Source: an optimization exercise on an open RTL-to-GDS flow (aim: small area, a short achievable clock period and few clock cycles per item). Production flows keep margins and buffers that such runs may drop.
Where RTL was checked, it was by simulation tests only, not by an equivalence proof against the original.
No activity file was given, so power comes from the tool's default toggle rates.

==> inputs of v20 <==
==> flow/design.v (excerpt) <==
module yuv2rgb_top
(
	input logic CLOCK_50_I,
	input logic resetn,
	input logic in_valid,
	output logic in_ready,
	input logic [7:0] y,
	input logic [7:0] u,
	input logic [7:0] v,
	output logic out_valid,
	input logic out_ready,
	output logic [7:0] r,
	output logic [7:0] g,
	output logic [7:0] b
);
export LEC_CHECK = 0
export CAP_MARGIN = 20
export CORE_MARGIN = 2
export CORE_UTILIZATION = 40
export SETUP_SLACK_MARGIN = 3.5
export SLEW_MARGIN = 20
export SYNTH_HIERARCHICAL = 1
create_clock -name core_clock -period 8.0 [get_ports {CLOCK_50_I}]
standard.sh (not shown) runs the stock make flow with config.mk's settings and CLKGATE_MAP_FILE= SYNTH_SCRIPT=/design/flow/synth_recipe.tcl, a recipe that flattens the netlist after the stock synthesis.
==> flow/flow/run.sh <==
#!/bin/bash
# The standard layout (standard.sh: ORFS synthesis to final layout), with one
# change: the buffers that buffer_ports puts on every input and output port are
# plain sky130_fd_sc_hd__buf_2 cells instead of the default (a slow delay
# buffer).  Every port still gets its own buffer; the resizer may resize them.
set -euo pipefail
bash standard.sh "BUFFER_PORTS_ARGS=-buffer_cell sky130_fd_sc_hd__buf_2" finish > flow_standard.log 2>&1
==> v35 (differences from v20) <==
--- a/flow/design.v
+++ b/flow/design.v
@@ -14,19 +14,22 @@
 	input logic out_ready,
 	output logic [7:0] r,
 	output logic [7:0] g,
 	output logic [7:0] b
 );
 	logic a_valid, b_ready;
 	logic [7:0] ua, va;
-	logic r_s, r_o, rq_s, rq_o;
+	logic r_s, rq_s;
+	logic [1:0] r_o, rq_o;
 	logic [7:0] r_c, rq_c;
-	logic g_s, g_o, gq_s, gq_o;
+	logic g_s, gq_s;
+	logic [1:0] g_o, gq_o;
 	logic [7:0] g_c, gq_c;
-	logic b_s, b_o, bq_s, bq_o;
+	logic b_s, bq_s;
+	logic [1:0] b_o, bq_o;
 	logic [7:0] b_c, bq_c;
 	assign b_ready = !out_valid || out_ready;
 	assign in_ready = !a_valid || b_ready;
 	always_ff @(posedge CLOCK_50_I or negedge resetn)
 		if (!resetn) a_valid <= 1'b0;
 		else if (in_ready) a_valid <= in_valid;
 	logic [22:0] yp, ypa;
@@ -1819,34 +1822,34 @@
 	logic n782;
 	pfx_a21oi ng584 (.a(n630), .b(n773), .c(n631), .y(n782));
 	logic n783;
 	pfx_nand2 ng585 (.a(n630), .b(n775), .y(n783));
 	logic n784;
 	pfx_o21ai ng586 (.a(n783), .b(n721), .c(n782), .y(n784));
 	assign r_s = n253;
-	assign r_o = n248 | n242;
+	assign r_o = {n248, n242};
 	assign r_c = {n234, n226, n218, n214, n208, n202, n198, n195};
 	assign g_s = ~n548;
-	assign g_o = ~n543 | ~n537;
+	assign g_o = {~n543, ~n537};
 	assign g_c = {~n529, ~n521, ~n513, ~n509, ~n503, ~n497, ~n492, ~n490};
 	assign b_s = ~n781;
-	assign b_o = n778 | n772;
+	assign b_o = {n778, n772};
 	assign b_c = {n763, n756, n749, n743, n735, n730, n724, n722};
 	always_ff @(posedge CLOCK_50_I or negedge resetn)
 		if (!resetn) out_valid <= 1'b0;
 		else if (b_ready) out_valid <= a_valid;
 	always_ff @(posedge CLOCK_50_I)
 		if (a_valid && b_ready) begin
 			rq_s <= r_s; rq_o <= r_o; rq_c <= r_c;
 			gq_s <= g_s; gq_o <= g_o; gq_c <= g_c;
 			bq_s <= b_s; bq_o <= b_o; bq_c <= b_c;
 		end
-	assign r = rq_s ? 8'd0 : rq_o ? 8'd255 : rq_c;
-	assign g = gq_s ? 8'd0 : gq_o ? 8'd255 : gq_c;
-	assign b = bq_s ? 8'd0 : bq_o ? 8'd255 : bq_c;
+	assign r = rq_s ? 8'd0 : (|rq_o) ? 8'd255 : rq_c;
+	assign g = gq_s ? 8'd0 : (|gq_o) ? 8'd255 : gq_c;
+	assign b = bq_s ? 8'd0 : (|bq_o) ? 8'd255 : bq_c;
 endmodule
 module csa_fa (input logic a, input logic b, input logic c, output logic s, output logic co);
 	assign s = a ^ b ^ c;
 	assign co = (a & b) | (a & c) | (b & c);
 endmodule
 module pfx_inv (input logic a, output logic y);
 	assign y = ~a;
==> flow/flow/run.sh (replaced) <==
#!/bin/bash
# The standard layout (standard.sh: ORFS synthesis to final layout), with one
# change: the buffers that buffer_ports puts on every input and output port are
# plain sky130_fd_sc_hd__buf_1 cells instead of the default (a slow delay
# buffer).  Every port still gets its own buffer; the resizer may resize them.
set -euo pipefail
bash standard.sh "BUFFER_PORTS_ARGS=-buffer_cell sky130_fd_sc_hd__buf_1" finish > flow_standard.log 2>&1
Settings changed: SETUP_SLACK_MARGIN 3.5 to 4.5.
==> run notes <==
outcome=complete, no violations; Global Route met3 Usage=2.78%; sequential share of cell area=20.5%; multi-input logic area=6080 um^2; crit path to=gq_o$_DFFE_PP_; GP Congestion=0.860; initial DRC count=362; vias=6,225; clock network fraction of total power=12.7%
The numbers above come from v20.

==> run notes <==
GP Congestion=0.855; multi-input logic area=6670 um^2; initial DRC count=301; Worst-Skew Late Latency=0.35 ns; clock network fraction of total power=9.8%; outcome=complete, no violations; count of sequential standard cells=74; Global Route met3 Usage=3.44%; sequential share of cell area=19.5%
The numbers above come from v35.

Testbench counts of v35, summed over its fixed seeds: cycles 32,016, pixels 32,000.
No functional check of the RTL was part of v20.


==> run H <==
yuv2rgb_top, a different RTL version from the one above (not shown whole).
Settings: LEC_CHECK=0, CAP_MARGIN=20, CORE_MARGIN=2, CORE_UTILIZATION=40, SETUP_SLACK_MARGIN=4.3, SLEW_MARGIN=20, SYNTH_HIERARCHICAL=1; clock period 8.0 ns.
==> flow/flow/run.sh <==
#!/bin/bash
# The standard layout (standard.sh: ORFS synthesis to final layout), with one
# change: the buffers that buffer_ports puts on every input and output port are
# plain sky130_fd_sc_hd__buf_1 cells instead of the default (a slow delay
# buffer).  Every port still gets its own buffer; the resizer may resize them.
set -euo pipefail
bash standard.sh "BUFFER_PORTS_ARGS=-buffer_cell sky130_fd_sc_hd__buf_1" finish > flow_standard.log 2>&1
==> run B: changes against run H <==
- CORE_UTILIZATION: 40 -> 60
- PLACE_DENSITY: default -> 0.75
==> qor summary <==
item                                                                   run B            run H
Leakage power figure                                                 4.65 nW          4.64 nW
Final Cycle Share                                                      0.455            0.453
1st-pass router iterations                                                 7                4
Combinational group power                                            2.94 mW          2.91 mW
Setup ws final                                                       4.36 ns          4.37 ns
Proportion of power drawn by flip-flops and latches                    0.182            0.185
Filler cells                                                            1078             2120
Post-route core utilization                                            0.721            0.487
Number of tap instances                                                  188              313
Number of non-clock buffers in the layout                                121              123
Delay contributed by the slowest stage of the critical path          0.55 ns          0.56 ns
Post-layout power                                                    4.22 mW          4.15 mW
Minimum period implied by the final worst setup slack                3.64 ns          3.63 ns
Net switching component of the power                                 1.88 mW          1.84 mW
Width of the die                                                      129 um           157 um
Wl on met1                                                           8.55 mm          8.89 mm
Internal Dissipation                                                 2.33 mW          2.31 mW
Number of DRC markers in iteration 0                                     364              274
Vertical die dimension                                                129 um           157 um
Result of the run                                             finished clean   finished clean
Die Footprint                                                     0.0166 mm2       0.0246 mm2
Count of clock-net buffers in the final layout                            11               10
Worst r2r src                                                ua[0]$_DFFE_PP_  ua[5]$_DFFE_PP_
Buffers plus inverters on the worst setup path                             2                3
Share of cells above drive strength 1                                  0.217            0.209
Multi-input gate share of the layout cell area                         0.622            0.611
Layout overhead on the synthesized area                                17.2%            18.6%
Testbench counts of run H, summed over its fixed seeds: cycles 32,016, pixels 32,000.
Testbench counts of run B, summed over its fixed seeds: cycles 32,016, pixels 32,000.


==> run a <==
yuv2rgb_top, a different RTL version from the one above (not shown whole).
Design yuv2rgb_top, start of the top module:
module yuv2rgb_top
(
	input logic CLOCK_50_I,
	input logic resetn,
	input logic in_valid,
	output logic in_ready,
	input logic [7:0] y,
	input logic [7:0] u,
	input logic [7:0] v,
	output logic out_valid,
	input logic out_ready,
	output logic [7:0] r,
	output logic [7:0] g,
	output logic [7:0] b
);
	logic a_valid, b_ready;
	logic [7:0] ya, ua, va;
	logic r_s, g_s, b_s, r_o, g_o, b_o;
	logic [7:0] r_c, g_c, b_c;
	logic rq_s, gq_s, bq_s, rq_o, gq_o, bq_o;
	logic [7:0] rq_c, gq_c, bq_c;
	assign b_ready = !out_valid || out_ready;
	assign in_ready = !a_valid || b_ready;
	always_ff @(posedge CLOCK_50_I or negedge resetn)
		if (!resetn) a_valid <= 1'b0;
		else if (in_ready) a_valid <= in_valid;
	always_ff @(posedge CLOCK_50_I)
		if (in_valid && in_ready) begin
			ya <= y; ua <= u; va <= v;
		end
	logic n1;
	assign n1 = ~va[1] ^ ~va[0];
	logic n2;
	assign n2 = ~va[1] | ~va[0];
	logic n3;
	logic n4;
	csa_fa fa1 (.a(~ya[0]), .b(va[2]), .c(va[1]), .s(n3), .co(n4));
	logic n5;
	logic n6;
  ...
make LEC_CHECK=0 CAP_MARGIN=20 CORE_MARGIN=2 CORE_UTILIZATION=40 SLEW_MARGIN=20 SYNTH_HIERARCHICAL=1 finish   # period 8.0 ns
run.sh (not shown) runs the stock make flow with config.mk's settings and CLKGATE_MAP_FILE= SYNTH_SCRIPT=/design/flow/synth_recipe.tcl, a recipe that flattens the netlist after the stock synthesis.
Stock flow here: none of the scripts above is used.
==> run b (differences from run a) <==
--- a/flow/config.mk
+++ b/flow/config.mk
@@ -8,5 +8,6 @@
 export CAP_MARGIN = 20
 export CORE_MARGIN = 2
 export CORE_UTILIZATION = 40
+export SETUP_SLACK_MARGIN = 4.0
 export SLEW_MARGIN = 20
 export SYNTH_HIERARCHICAL = 1
==> comparison <==
Sequential power: run a is higher than run b (about 7%). Hold slack: run b is higher than run a (0.0017 ns). Setup slack: run a is lower than run b (0.78 ns). Area after synthesis is the same in run a and run b. In die area, run b and run a do not differ. Against run b, the sequential share of layout area of run a is higher by 2.1 points. Of run b and run a, run a has the higher clock skew (gap 0.0027 ns).
==> figures <==
| item | run a | run b |
|---|---|---|
| Result of the run | no timing/DRC/antenna violations | no timing/DRC/antenna violations |
| Post-CTS Repair Setup Buffers | 0 | 77 |
| Fraction of area in multi-input gates | 65.3% | 60.7% |
| Instance area after placement | 0.00890 mm² | 0.00898 mm² |
| Post-route clock period utilization | 63.5% | 53.8% |
| Met3 GRT Util | 2.16% | 3.01% |
| Max-Slew Margin vs Limit | 29.2% | 30.0% |
| Worst hold slack | 0.497 ns | 0.499 ns |
| Flip-flop and latch share of the layout cell area | 18.5% | 16.4% |
| Setup repair after global routing missed its margin | false | true |
| Buffers plus inverters on the worst setup path | 2 | 3 |
| Clock input transition at the sequential cells of the worst setup and hold paths | 0.08 ns | 0.07 ns |
| HPWL reported at the end of detailed placement | 14,300 µm | 14,100 µm |
| Share of post-route cells with drive strength above 1 | 2.53% | 20.6% |
| Fin Clk Skew | 0.0119 ns | 0.00919 ns |
Testbench counts of run a, summed over its fixed seeds: cycles 32,016, pixels 32,000.
Testbench counts of run b, summed over its fixed seeds: cycles 32,016, pixels 32,000.

-- separate check: timing with driven ports --
How much do the figures lean on ideal ports? The routed layouts below were timed once more, with nothing changed but the port constraints.
Step 1 assumes that a clkbuf_16 drives the clock port and a buf_2 every other input.
Step 2, shift: input delay + t, output delay - t, t = (earliest + latest rising clock arrival at the registers) / 2. This alone moves slack from input paths to output paths.
Three values: no drivers, after step 1, after step 2; two values: the first two.
| run | t (ns) | setup slack, ns | cell pins on the clock port's net |
|---|---|---|---|
| v20 | 0.385 | 3.826 / 3.826 / 3.812 | 1 |
| v35 | 0.392 | 4.207 / 4.207 / 3.964 | 1 |
| run H of note 2 | 0.386 | 4.373 / 4.354 / 3.985 | 1 |
| run B of note 2 | 0.392 | 4.357 / 4.353 / 3.962 | 1 |
| run a of note 3 | 0.354 | 2.922 / 2.922 / 2.922 | 1 |
| run b of note 3 | 0.344 | 3.699 / 3.699 / 3.699 | 1 |
After both steps setup and hold are still met in every run listed. For run B of note 2, which loses most, drivers alone change the setup slack by -0.004 ns; drivers and shift together by -0.395 ns.
